This design comes from an exercise in tuning for small area and few clock cycles on the open sky130 flow, not from production work.
At most, simulation tests tie the RTL to the original design; equivalence was not proved.
Power is estimated from default activity; no workload was simulated.

== run A ==
## bracket_quote_value_checker_core
module bracket_quote_value_checker_core (
   input  logic        clock,
   input  logic        reset,
   input  logic        req_valid,
   output logic        req_ready,
   input  logic [7:0]  req_text_byte,
   input  logic        req_end_of_text,
   output logic        rsp_valid,
   input  logic        rsp_ready,
   output logic        rsp_has_byte,
   output logic [7:0]  rsp_value_byte,
   output logic        rsp_terminated,
   output logic [3:0]  rsp_error_code,
   output logic [15:0] rsp_error_pos,
   output logic [15:0] rsp_error_len,
   output logic        rsp_last_result,
   input  logic        csr_valid,
   output logic        csr_ready,
   input  logic        csr_at_mode
);
   logic        bv_ff;
   logic [7:0]  bb_ff;
   logic        be_ff;
   logic        at_mode_ff;
   logic [15:0] off_ff, off_in;
   logic [15:0] qstart_ff;
   logic [4:0]  top_ff, top_in;
   logic [1:0]  quote_ff, quote_in;
   logic [6:0]  la_ff, la_in;
   logic        qopen;
   logic [17:0] stk_ff [16];
   logic [17:0] top_ent;
   logic [1:0]  top_kind;
   logic [15:0] top_pos;
   logic        push, pop;
   logic        sh_push, sh_pop, sh_hold;
   logic [17:0] stk_in [16];
   logic [7:0]  b;
   logic        is_blank, is_open, is_close, kind_match;
   logic [1:0]  b_kind;
   logic        depth_zero, depth_full;
   logic [15:0] off_inc;
   logic        res, last;
  ...
Size: roughly 65 I/O pins, about 0.014 mm² of cells after synthesis.
Settings: LEC_CHECK=0, CAP_MARGIN=20, CORE_MARGIN=2, CORE_UTILIZATION=60, CTS_CLUSTER_DIAMETER=100, CTS_CLUSTER_SIZE=30, PLACE_DENSITY=0.8, SLEW_MARGIN=20; clock period 6.0 ns.
standard.sh (not shown) runs the stock make flow with config.mk's settings and CLKGATE_MAP_FILE= SYNTH_SCRIPT=/design/flow/synth_recipe.tcl, a recipe that flattens the netlist after the stock synthesis.
==> flow/flow/run.sh <==
#!/bin/bash
# The standard layout, with three changes:
#  - synthesis maps the logic with an area-oriented ABC script (flow/abc_map.script) in
#    place of ORFS's abc_speed.script; everything else in synthesis, and every register,
#    is as in the standard synthesis (the scripts folder is an unchanged copy otherwise);
#  - the port buffers are the smallest plain buffer (buffer_ports otherwise picks a delay cell);
#  - clock tree synthesis adds no dummy loads.
# The make output goes to standard.log; each ORFS step keeps its own log under orfs/logs/.
set -euo pipefail
rm -rf scripts_abc
cp -r "$FLOW_HOME/scripts" scripts_abc
cp flow/abc_map.script scripts_abc/abc_speed.script
bash standard.sh \
  SCRIPTS_DIR="$PWD/scripts_abc" \
  BUFFER_PORTS_ARGS="-buffer_cell sky130_fd_sc_hd__buf_1" \
  CTS_ARGS="-sink_clustering_enable -repair_clock_nets -sink_clustering_size 30 -sink_clustering_max_diameter 100 -dont_use_dummy_load" \
  finish > standard.log 2>&1
==> flow/flow/abc_map.script <==
&get -n
&st
&dch
&nf -a
&st
&syn2
&synch2
&nf -a
&st
&dch
&nf -a
&put
topo
stime -c
Testbench counts of run A, summed over its fixed seeds: cycles 42,797.
Setup changes, run A to run B
-- flow/design.v --
<<< run A, line 85
   logic [15:0] sub_x, diff;
   logic        take, consume, step;
   logic        to_slash, la_emit;
   assign b          = bb_ff;
   assign depth_zero = top_ff[4];
>>> run B, line 85
   logic [15:0] sub_x, diff;
   logic        take, consume, step;
   assign b          = bb_ff;
   assign depth_zero = top_ff[4];
<<< run A, line 107
      qopen    = 1'b0;
      push     = 1'b0;
      to_slash = 1'b0;
      pop      = 1'b0;
      res      = 1'b0;
>>> run B, line 106
      qopen    = 1'b0;
      push     = 1'b0;
      pop      = 1'b0;
      res      = 1'b0;
<<< run A, line 182
               off_in = 16'd0;
            end else if (b == bqvc_pkg::CH_SLASH) begin
               la_in    = bqvc_pkg::LA_SLASH;
               off_in   = off_inc;
               to_slash = 1'b1;
            end else begin
               res    = 1'b1;
>>> run B, line 180
               off_in = 16'd0;
            end else if (b == bqvc_pkg::CH_SLASH) begin
               la_in  = bqvc_pkg::LA_SLASH;
               off_in = off_inc;
            end else begin
               res    = 1'b1;
<<< run A, line 236
   assign sub_x = sel_q ? qstart_ff : sel_t ? top_pos : 16'd2;
   assign diff  = off_ff - sub_x;
   assign la_emit = bv_ff && to_slash && req_valid && !req_end_of_text &&
                    (req_text_byte != bqvc_pkg::CH_SLASH) && (req_text_byte != bqvc_pkg::CH_STAR);
   assign rsp_valid       = (bv_ff && res) || la_emit;
   assign rsp_has_byte    = o_has || la_emit;
   assign rsp_value_byte  = o_byte | (la_emit ? bqvc_pkg::CH_SLASH : 8'd0);
   assign rsp_terminated  = o_term;
   assign rsp_error_code  = o_code;
>>> run B, line 233
   assign sub_x = sel_q ? qstart_ff : sel_t ? top_pos : 16'd2;
   assign diff  = off_ff - sub_x;
   assign rsp_valid       = bv_ff && res;
   assign rsp_has_byte    = o_has;
   assign rsp_value_byte  = o_byte;
   assign rsp_terminated  = o_term;
   assign rsp_error_code  = o_code;
<<< run A, line 246
                            ({16{sel_t}} & top_pos) | ({16{sel_d}} & diff);
   assign rsp_error_len   = (sel_q || sel_t) ? diff : {15'd0, sel_off || sel_d};
   assign rsp_last_result = last && !la_emit;
   assign take      = res && rsp_ready;
   assign step      = bv_ff && (!res || rsp_ready);
>>> run B, line 241
                            ({16{sel_t}} & top_pos) | ({16{sel_d}} & diff);
   assign rsp_error_len   = (sel_q || sel_t) ? diff : {15'd0, sel_off || sel_d};
   assign rsp_last_result = last;
   assign take      = res && rsp_ready;
   assign step      = bv_ff && (!res || rsp_ready);
<<< run A, line 271
            top_ff   <= top_in;
            quote_ff <= quote_in;
            la_ff    <= (la_emit && rsp_ready) ? bqvc_pkg::LA_NONE : la_in;
         end
      end
>>> run B, line 266
            top_ff   <= top_in;
            quote_ff <= quote_in;
            la_ff    <= la_in;
         end
      end
Results
The estimated wirelength of the detail-placed design number comes out lower for run A vs run B.
Die area | run B below run A
When the final numbers for run A and run B were put side by side, the sequential share of layout area turned out to be greater in run B.
Fraction of standard cell area in multi-input logic ended up 0.19 points lower on run B than on run A.
For the final worst setup slack, run B came in 0.10 ns higher than run A did.
Via count of the first global-routing pass of run B falls short of that of run A slightly.
Routed wire length of run A is on par with run B.
In the tables for run A and run B, portion of the clock cycle consumed by the worst path in the final layout reads lower with run B.
Against run A, run B reports a maximum number of pins on one net before global-route repair that is lower.
Testbench counts of run B, summed over its fixed seeds: cycles 43,956.

* * *

The RTL this note starts from:
==> flow/design.v <==
package bqvc_pkg;
   localparam logic [7:0] CH_TAB     = 8'h09;
   localparam logic [7:0] CH_LF      = 8'h0A;
   localparam logic [7:0] CH_VT      = 8'h0B;
   localparam logic [7:0] CH_FF      = 8'h0C;
   localparam logic [7:0] CH_CR      = 8'h0D;
   localparam logic [7:0] CH_SPACE   = 8'h20;
   localparam logic [7:0] CH_DQUOTE  = 8'h22;
   localparam logic [7:0] CH_SQUOTE  = 8'h27;
   localparam logic [7:0] CH_LPAREN  = 8'h28;
   localparam logic [7:0] CH_RPAREN  = 8'h29;
   localparam logic [7:0] CH_STAR    = 8'h2A;
   localparam logic [7:0] CH_SLASH   = 8'h2F;
   localparam logic [7:0] CH_SEMI    = 8'h3B;
   localparam logic [7:0] CH_LBRACK  = 8'h5B;
   localparam logic [7:0] CH_BSLASH  = 8'h5C;
   localparam logic [7:0] CH_RBRACK  = 8'h5D;
   localparam logic [7:0] CH_LBRACE  = 8'h7B;
   localparam logic [7:0] CH_RBRACE  = 8'h7D;
   localparam logic [2:0] LA_NONE  = 3'd0;
   localparam logic [2:0] LA_SLASH = 3'd1;
   localparam logic [2:0] LA_LINE  = 3'd2;
   localparam logic [2:0] LA_BLOCK = 3'd3;
   localparam logic [2:0] LA_STAR  = 3'd4;
   localparam logic [2:0] LA_QUOTE = 3'd5;
   localparam logic [2:0] LA_ESC   = 3'd6;
   localparam logic [1:0] QM_NONE   = 2'd0;
   localparam logic [1:0] QM_DOUBLE = 2'd1;
   localparam logic [1:0] QM_SINGLE = 2'd2;
endpackage
module bracket_quote_value_checker_core (
   input  logic        clock,
   input  logic        reset,
   input  logic        req_valid,
   output logic        req_ready,
   input  logic [7:0]  req_text_byte,
   input  logic        req_end_of_text,
   output logic        rsp_valid,
   input  logic        rsp_ready,
   output logic        rsp_has_byte,
   output logic [7:0]  rsp_value_byte,
   output logic        rsp_terminated,
   output logic [3:0]  rsp_error_code,
   output logic [15:0] rsp_error_pos,
   output logic [15:0] rsp_error_len,
   output logic        rsp_last_result,
   input  logic        csr_valid,
   output logic        csr_ready,
   input  logic        csr_at_mode
);
   logic        bv_ff;
   logic [7:0]  bb_ff;
   logic        be_ff;
   logic        at_mode_ff;
   logic [15:0] off_ff, off_in;
   logic [15:0] qstart_ff;
   logic [4:0]  top_ff, top_in;
   logic [1:0]  quote_ff, quote_in;
   logic [2:0]  la_ff, la_in;
   logic        qopen;
   logic [17:0] stk_ff [16];
   logic [17:0] top_ent;
   logic [1:0]  top_kind;
   logic [15:0] top_pos;
   logic        push;
   logic [7:0]  b;
   logic        is_blank, is_open, is_close, kind_match;
   logic [1:0]  b_kind;
   logic        depth_zero, depth_full;
   logic [15:0] off_inc;
   logic        res, last;
   logic        o_has, o_term;
   logic [7:0]  o_byte;
   logic [3:0]  o_code;
   logic        sel_off, sel_q, sel_t, sel_d;
   logic [15:0] sub_x, diff;
   logic        take, consume, step;
   assign b          = bb_ff;
   assign depth_zero = top_ff[4];
   assign depth_full = (top_ff == 5'd15);
   assign off_inc    = off_ff + 16'd1;
   assign is_blank   = (b == bqvc_pkg::CH_SPACE) || (b == bqvc_pkg::CH_TAB) || (b == bqvc_pkg::CH_LF) ||
                       (b == bqvc_pkg::CH_VT) || (b == bqvc_pkg::CH_FF) || (b == bqvc_pkg::CH_CR);
   assign is_open    = (b == bqvc_pkg::CH_LPAREN) || (b == bqvc_pkg::CH_LBRACK) || (b == bqvc_pkg::CH_LBRACE);
   assign is_close   = (b == bqvc_pkg::CH_RPAREN) || (b == bqvc_pkg::CH_RBRACK) || (b == bqvc_pkg::CH_RBRACE);
   assign b_kind     = (b == bqvc_pkg::CH_LPAREN || b == bqvc_pkg::CH_RPAREN) ? 2'd0 :
                       (b == bqvc_pkg::CH_LBRACK || b == bqvc_pkg::CH_RBRACK) ? 2'd1 : 2'd2;
   always_comb begin
      top_ent = 18'd0;
      for (int i = 0; i < 16; i++) begin
         top_ent = top_ent | (stk_ff[i] & {18{top_ff[3:0] == 4'(i)}});
      end
   end
   assign top_kind   = top_ent[17:16];
   assign top_pos    = top_ent[15:0];
   assign kind_match = (top_kind == b_kind);
   always_comb begin
      off_in   = off_ff;
      top_in   = top_ff;
      quote_in = quote_ff;
      la_in    = la_ff;
      qopen    = 1'b0;
      push     = 1'b0;
      res      = 1'b0;
      last     = 1'b1;
      o_has    = 1'b0;
      o_byte   = 8'd0;
      o_term   = 1'b0;
      o_code   = 4'd0;
      sel_off  = 1'b0;
      sel_q    = 1'b0;
      sel_t    = 1'b0;
      sel_d    = 1'b0;
      if (be_ff) begin
         if (la_ff == bqvc_pkg::LA_SLASH) begin
            res    = 1'b1;
            o_has  = 1'b1;
            o_byte = bqvc_pkg::CH_SLASH;
            last   = depth_zero;
            la_in  = bqvc_pkg::LA_NONE;
         end else if (la_ff == bqvc_pkg::LA_BLOCK || la_ff == bqvc_pkg::LA_STAR) begin
            res    = 1'b1;
            o_code = 4'd8;
            sel_d  = 1'b1;
            last   = depth_zero;
            la_in  = bqvc_pkg::LA_NONE;
         end else if (quote_ff != bqvc_pkg::QM_NONE && la_ff != bqvc_pkg::LA_QUOTE) begin
            res    = 1'b1;
            o_code = 4'd7;
            sel_q  = 1'b1;
         end else if (!depth_zero) begin
            res    = 1'b1;
            o_code = 4'd4 + {2'd0, top_kind};
            sel_t  = 1'b1;
         end
         if (last) begin
            off_in   = 16'd0;
            top_in   = 5'h1f;
            quote_in = bqvc_pkg::QM_NONE;
            la_in    = bqvc_pkg::LA_NONE;
         end
      end else if (la_ff == bqvc_pkg::LA_SLASH && (b == bqvc_pkg::CH_SLASH || b == bqvc_pkg::CH_STAR)) begin
         la_in  = (b == bqvc_pkg::CH_SLASH) ? bqvc_pkg::LA_LINE : bqvc_pkg::LA_BLOCK;
         off_in = off_inc;
      end else if (la_ff == bqvc_pkg::LA_SLASH) begin
         res    = 1'b1;
         o_has  = 1'b1;
         o_byte = bqvc_pkg::CH_SLASH;
         last   = 1'b0;
         la_in  = bqvc_pkg::LA_NONE;
      end else if ((la_ff == bqvc_pkg::LA_LINE && b != bqvc_pkg::CH_LF && b != bqvc_pkg::CH_CR) ||
                   la_ff == bqvc_pkg::LA_BLOCK || la_ff == bqvc_pkg::LA_STAR) begin
         off_in = off_inc;
         if (la_ff != bqvc_pkg::LA_LINE) begin
            if (b == bqvc_pkg::CH_STAR)
               la_in = bqvc_pkg::LA_STAR;
            else if (la_ff == bqvc_pkg::LA_STAR && b == bqvc_pkg::CH_SLASH)
               la_in = bqvc_pkg::LA_NONE;
            else
               la_in = bqvc_pkg::LA_BLOCK;
         end
      end else if (la_ff == bqvc_pkg::LA_ESC || (la_ff == bqvc_pkg::LA_QUOTE && b == bqvc_pkg::CH_DQUOTE)) begin
         res    = 1'b1;
         o_has  = 1'b1;
         o_byte = b;
         off_in = off_inc;
         la_in  = bqvc_pkg::LA_NONE;
      end else begin
         la_in = bqvc_pkg::LA_NONE;
         if (quote_ff == bqvc_pkg::QM_NONE || la_ff == bqvc_pkg::LA_QUOTE) begin
            quote_in = bqvc_pkg::QM_NONE;
            if (depth_zero && (is_blank || (b == bqvc_pkg::CH_RBRACK && !at_mode_ff))) begin
               res    = 1'b1;
               o_term = 1'b1;
               off_in = 16'd0;
            end else if (b == bqvc_pkg::CH_SLASH) begin
               la_in  = bqvc_pkg::LA_SLASH;
               off_in = off_inc;
            end else begin
               res    = 1'b1;
               o_has  = 1'b1;
               o_byte = b;
               off_in = off_inc;
               if (b == bqvc_pkg::CH_DQUOTE || b == bqvc_pkg::CH_SQUOTE) begin
                  quote_in = (b == bqvc_pkg::CH_DQUOTE) ? bqvc_pkg::QM_DOUBLE : bqvc_pkg::QM_SINGLE;
                  qopen    = 1'b1;
               end else if (is_open) begin
                  if (depth_full) begin
                     o_code  = 4'd9;
                     sel_off = 1'b1;
                  end else begin
                     push   = 1'b1;
                     top_in = top_ff + 5'd1;
                  end
               end else if (is_close) begin
                  if (depth_zero) begin
                     o_code  = 4'd1 + {2'd0, b_kind};
                     sel_off = 1'b1;
                  end else if (kind_match) begin
                     top_in = top_ff - 5'd1;
                  end else begin
                     o_code  = 4'd4 + {2'd0, top_kind};
                     sel_off = 1'b1;
                  end
               end else if (b == bqvc_pkg::CH_SEMI && !depth_zero) begin
                  o_code  = 4'd4 + {2'd0, top_kind};
                  sel_off = 1'b1;
                  top_in  = 5'h1f;
               end
            end
         end else begin
            res    = 1'b1;
            o_has  = 1'b1;
            o_byte = b;
            off_in = off_inc;
            if (quote_ff == bqvc_pkg::QM_SINGLE) begin
               if (b == bqvc_pkg::CH_BSLASH)
                  la_in = bqvc_pkg::LA_ESC;
               else if (b == bqvc_pkg::CH_SQUOTE)
                  quote_in = bqvc_pkg::QM_NONE;
            end else if (b == bqvc_pkg::CH_DQUOTE) begin
               la_in = bqvc_pkg::LA_QUOTE;
            end
         end
      end
   end
   assign sub_x = sel_q ? qstart_ff : sel_t ? top_pos : 16'd2;
   assign diff  = off_ff - sub_x;
   assign rsp_valid       = bv_ff && res;
   assign rsp_has_byte    = o_has;
   assign rsp_value_byte  = o_byte;
   assign rsp_terminated  = o_term;
   assign rsp_error_code  = o_code;
   assign rsp_error_pos   = ({16{sel_off}} & off_ff) | ({16{sel_q}} & qstart_ff) |
                            ({16{sel_t}} & top_pos) | ({16{sel_d}} & diff);
   assign rsp_error_len   = (sel_q || sel_t) ? diff : {15'd0, sel_off || sel_d};
   assign rsp_last_result = last;
   assign take      = res && rsp_ready;
   assign step      = bv_ff && (!res || rsp_ready);
   assign consume   = step && last;
   assign req_ready = !bv_ff || consume;
   assign csr_ready = req_ready;
   always_ff @(posedge clock) begin
      if (reset) begin
         bv_ff      <= 1'b0;
         at_mode_ff <= 1'b0;
         off_ff     <= 16'd0;
         top_ff     <= 5'h1f;
         quote_ff   <= bqvc_pkg::QM_NONE;
         la_ff      <= bqvc_pkg::LA_NONE;
      end else begin
         if (req_ready) begin
            bv_ff <= req_valid;
         end
         if (csr_valid && csr_ready) begin
            at_mode_ff <= csr_at_mode;
         end
         if (step) begin
            off_ff   <= off_in;
            top_ff   <= top_in;
            quote_ff <= quote_in;
            la_ff    <= la_in;
         end
      end
   end
   always_ff @(posedge clock) begin
      if (req_ready) begin
         bb_ff <= req_text_byte;
         be_ff <= req_end_of_text;
      end
      if (step && qopen) begin
         qstart_ff <= off_ff;
      end
   end
   always_ff @(posedge clock) begin
      if (step && push) begin
         stk_ff[top_ff[3:0] + 4'd1] <= {b_kind, off_ff};
      end
   end
endmodule
export LEC_CHECK = 0
export CAP_MARGIN = 20
export CORE_MARGIN = 2
export CORE_UTILIZATION = 40
export CTS_CLUSTER_DIAMETER = 100
export CTS_CLUSTER_SIZE = 30
export PLACE_DENSITY = 0.6
export SLEW_MARGIN = 20
create_clock -name core_clock -period 6.0 [get_ports {clock}]
run.sh (not shown) runs the stock make flow with config.mk's settings and CLKGATE_MAP_FILE= SYNTH_SCRIPT=/design/flow/synth_recipe.tcl, a recipe that flattens the netlist after the stock synthesis.
Stock flow here: none of the scripts above is used.
The baseline reached the layout checks and failed them: negative setup slack.
Edit:
--- a/flow/design.v
+++ b/flow/design.v
@@ -17,13 +17,20 @@
    localparam logic [7:0] CH_RBRACK  = 8'h5D;
    localparam logic [7:0] CH_LBRACE  = 8'h7B;
    localparam logic [7:0] CH_RBRACE  = 8'h7D;
-   localparam logic [2:0] LA_NONE  = 3'd0;
-   localparam logic [2:0] LA_SLASH = 3'd1;
-   localparam logic [2:0] LA_LINE  = 3'd2;
-   localparam logic [2:0] LA_BLOCK = 3'd3;
-   localparam logic [2:0] LA_STAR  = 3'd4;
-   localparam logic [2:0] LA_QUOTE = 3'd5;
-   localparam logic [2:0] LA_ESC   = 3'd6;
+   localparam logic [6:0] LA_NONE  = 7'd1;
+   localparam logic [6:0] LA_SLASH = 7'd2;
+   localparam logic [6:0] LA_LINE  = 7'd4;
+   localparam logic [6:0] LA_BLOCK = 7'd8;
+   localparam logic [6:0] LA_STAR  = 7'd16;
+   localparam logic [6:0] LA_QUOTE = 7'd32;
+   localparam logic [6:0] LA_ESC   = 7'd64;
+   localparam int LB_NONE  = 0;
+   localparam int LB_SLASH = 1;
+   localparam int LB_LINE  = 2;
+   localparam int LB_BLOCK = 3;
+   localparam int LB_STAR  = 4;
+   localparam int LB_QUOTE = 5;
+   localparam int LB_ESC   = 6;
    localparam logic [1:0] QM_NONE   = 2'd0;
    localparam logic [1:0] QM_DOUBLE = 2'd1;
    localparam logic [1:0] QM_SINGLE = 2'd2;
@@ -56,7 +63,7 @@
    logic [15:0] qstart_ff;
    logic [4:0]  top_ff, top_in;
    logic [1:0]  quote_ff, quote_in;
-   logic [2:0]  la_ff, la_in;
+   logic [6:0]  la_ff, la_in;
    logic        qopen;
    logic [17:0] stk_ff [16];
    logic [17:0] top_ent;
@@ -112,19 +119,19 @@
       sel_t    = 1'b0;
       sel_d    = 1'b0;
       if (be_ff) begin
-         if (la_ff == bqvc_pkg::LA_SLASH) begin
+         if (la_ff[bqvc_pkg::LB_SLASH]) begin
             res    = 1'b1;
             o_has  = 1'b1;
             o_byte = bqvc_pkg::CH_SLASH;
             last   = depth_zero;
             la_in  = bqvc_pkg::LA_NONE;
-         end else if (la_ff == bqvc_pkg::LA_BLOCK || la_ff == bqvc_pkg::LA_STAR) begin
+         end else if (la_ff[bqvc_pkg::LB_BLOCK] || la_ff[bqvc_pkg::LB_STAR]) begin
             res    = 1'b1;
             o_code = 4'd8;
             sel_d  = 1'b1;
             last   = depth_zero;
             la_in  = bqvc_pkg::LA_NONE;
-         end else if (quote_ff != bqvc_pkg::QM_NONE && la_ff != bqvc_pkg::LA_QUOTE) begin
+         end else if (quote_ff != bqvc_pkg::QM_NONE && !la_ff[bqvc_pkg::LB_QUOTE]) begin
             res    = 1'b1;
             o_code = 4'd7;
             sel_q  = 1'b1;
@@ -139,27 +146,27 @@
             quote_in = bqvc_pkg::QM_NONE;
             la_in    = bqvc_pkg::LA_NONE;
          end
-      end else if (la_ff == bqvc_pkg::LA_SLASH && (b == bqvc_pkg::CH_SLASH || b == bqvc_pkg::CH_STAR)) begin
+      end else if (la_ff[bqvc_pkg::LB_SLASH] && (b == bqvc_pkg::CH_SLASH || b == bqvc_pkg::CH_STAR)) begin
          la_in  = (b == bqvc_pkg::CH_SLASH) ? bqvc_pkg::LA_LINE : bqvc_pkg::LA_BLOCK;
          off_in = off_inc;
-      end else if (la_ff == bqvc_pkg::LA_SLASH) begin
+      end else if (la_ff[bqvc_pkg::LB_SLASH]) begin
          res    = 1'b1;
          o_has  = 1'b1;
          o_byte = bqvc_pkg::CH_SLASH;
          last   = 1'b0;
          la_in  = bqvc_pkg::LA_NONE;
-      end else if ((la_ff == bqvc_pkg::LA_LINE && b != bqvc_pkg::CH_LF && b != bqvc_pkg::CH_CR) ||
-                   la_ff == bqvc_pkg::LA_BLOCK || la_ff == bqvc_pkg::LA_STAR) begin
+      end else if ((la_ff[bqvc_pkg::LB_LINE] && b != bqvc_pkg::CH_LF && b != bqvc_pkg::CH_CR) ||
+                   la_ff[bqvc_pkg::LB_BLOCK] || la_ff[bqvc_pkg::LB_STAR]) begin
          off_in = off_inc;
-         if (la_ff != bqvc_pkg::LA_LINE) begin
+         if (!la_ff[bqvc_pkg::LB_LINE]) begin
             if (b == bqvc_pkg::CH_STAR)
                la_in = bqvc_pkg::LA_STAR;
-            else if (la_ff == bqvc_pkg::LA_STAR && b == bqvc_pkg::CH_SLASH)
+            else if (la_ff[bqvc_pkg::LB_STAR] && b == bqvc_pkg::CH_SLASH)
                la_in = bqvc_pkg::LA_NONE;
             else
                la_in = bqvc_pkg::LA_BLOCK;
          end
-      end else if (la_ff == bqvc_pkg::LA_ESC || (la_ff == bqvc_pkg::LA_QUOTE && b == bqvc_pkg::CH_DQUOTE)) begin
+      end else if (la_ff[bqvc_pkg::LB_ESC] || (la_ff[bqvc_pkg::LB_QUOTE] && b == bqvc_pkg::CH_DQUOTE)) begin
          res    = 1'b1;
          o_has  = 1'b1;
          o_byte = b;
@@ -167,7 +174,7 @@
          la_in  = bqvc_pkg::LA_NONE;
       end else begin
          la_in = bqvc_pkg::LA_NONE;
-         if (quote_ff == bqvc_pkg::QM_NONE || la_ff == bqvc_pkg::LA_QUOTE) begin
+         if (quote_ff == bqvc_pkg::QM_NONE || la_ff[bqvc_pkg::LB_QUOTE]) begin
             quote_in = bqvc_pkg::QM_NONE;
             if (depth_zero && (is_blank || (b == bqvc_pkg::CH_RBRACK && !at_mode_ff))) begin
                res    = 1'b1;
With this change the flow produced a clean layout.
Non-clock buffer count goes down by 18.
Power grows by 2.1%.
Routed wire length went down by 0.45%.
Global-route usage came out higher by 0.40 points.
Worst setup slack gains 0.23 ns.
Combinational power went down by 21%.
Die area decreases by 1.9%.
Critical path depth is unchanged.
Sequential share of layout area increases by 1.5 points.
Synthesized area fell by 2.0%.
Core utilization is higher by 0.11 points.
Via count shrinks by 2.5%.
Maximum frequency rises by 4.0%.
Testbench counts after the change, summed over its fixed seeds: cycles 43,956.
Only the layout flow was run in the first run of this note; the RTL was not checked for function there.

[what the ideal ports hide]
The flow's constraints put no driver on any port. The routed layouts listed below were extracted and timed again, unchanged, in two steps.
Step 1, drivers: a clkbuf_16 drives clock and a buf_2 each remaining input, both assumed.
Step 2 moves the port delays by t, midway between the first and last clock arrival at a register: inputs arrive t later, outputs are due t later. That takes back most of the time a late clock gives input paths.
Slacks: ideal ports / drivers / drivers and shift; pairs: ideal ports / drivers.
run | t (ns) | setup slack, ns | hold slack, ns | worst setup path after step 2 | clock arrival spread, ns
run A | 0.534 | 0.122 / 0.074 / 0.608 | 0.461 / 0.461 / 0.461 | register to output | 0.032 / 0.032
run B | 0.532 | 0.223 / 0.176 / 0.708 | 0.457 / 0.457 / 0.457 | register to output | 0.022 / 0.021
the first run of note 2 | 0.561 | -0.069 / -0.124 / 0.437 | 0.581 / 0.581 / 0.581 | register to output | 0.030 / 0.029
the second run of note 2 | 0.559 | 0.164 / 0.114 / 0.673 | 0.501 / 0.501 / 0.501 | register to output | 0.034 / 0.034
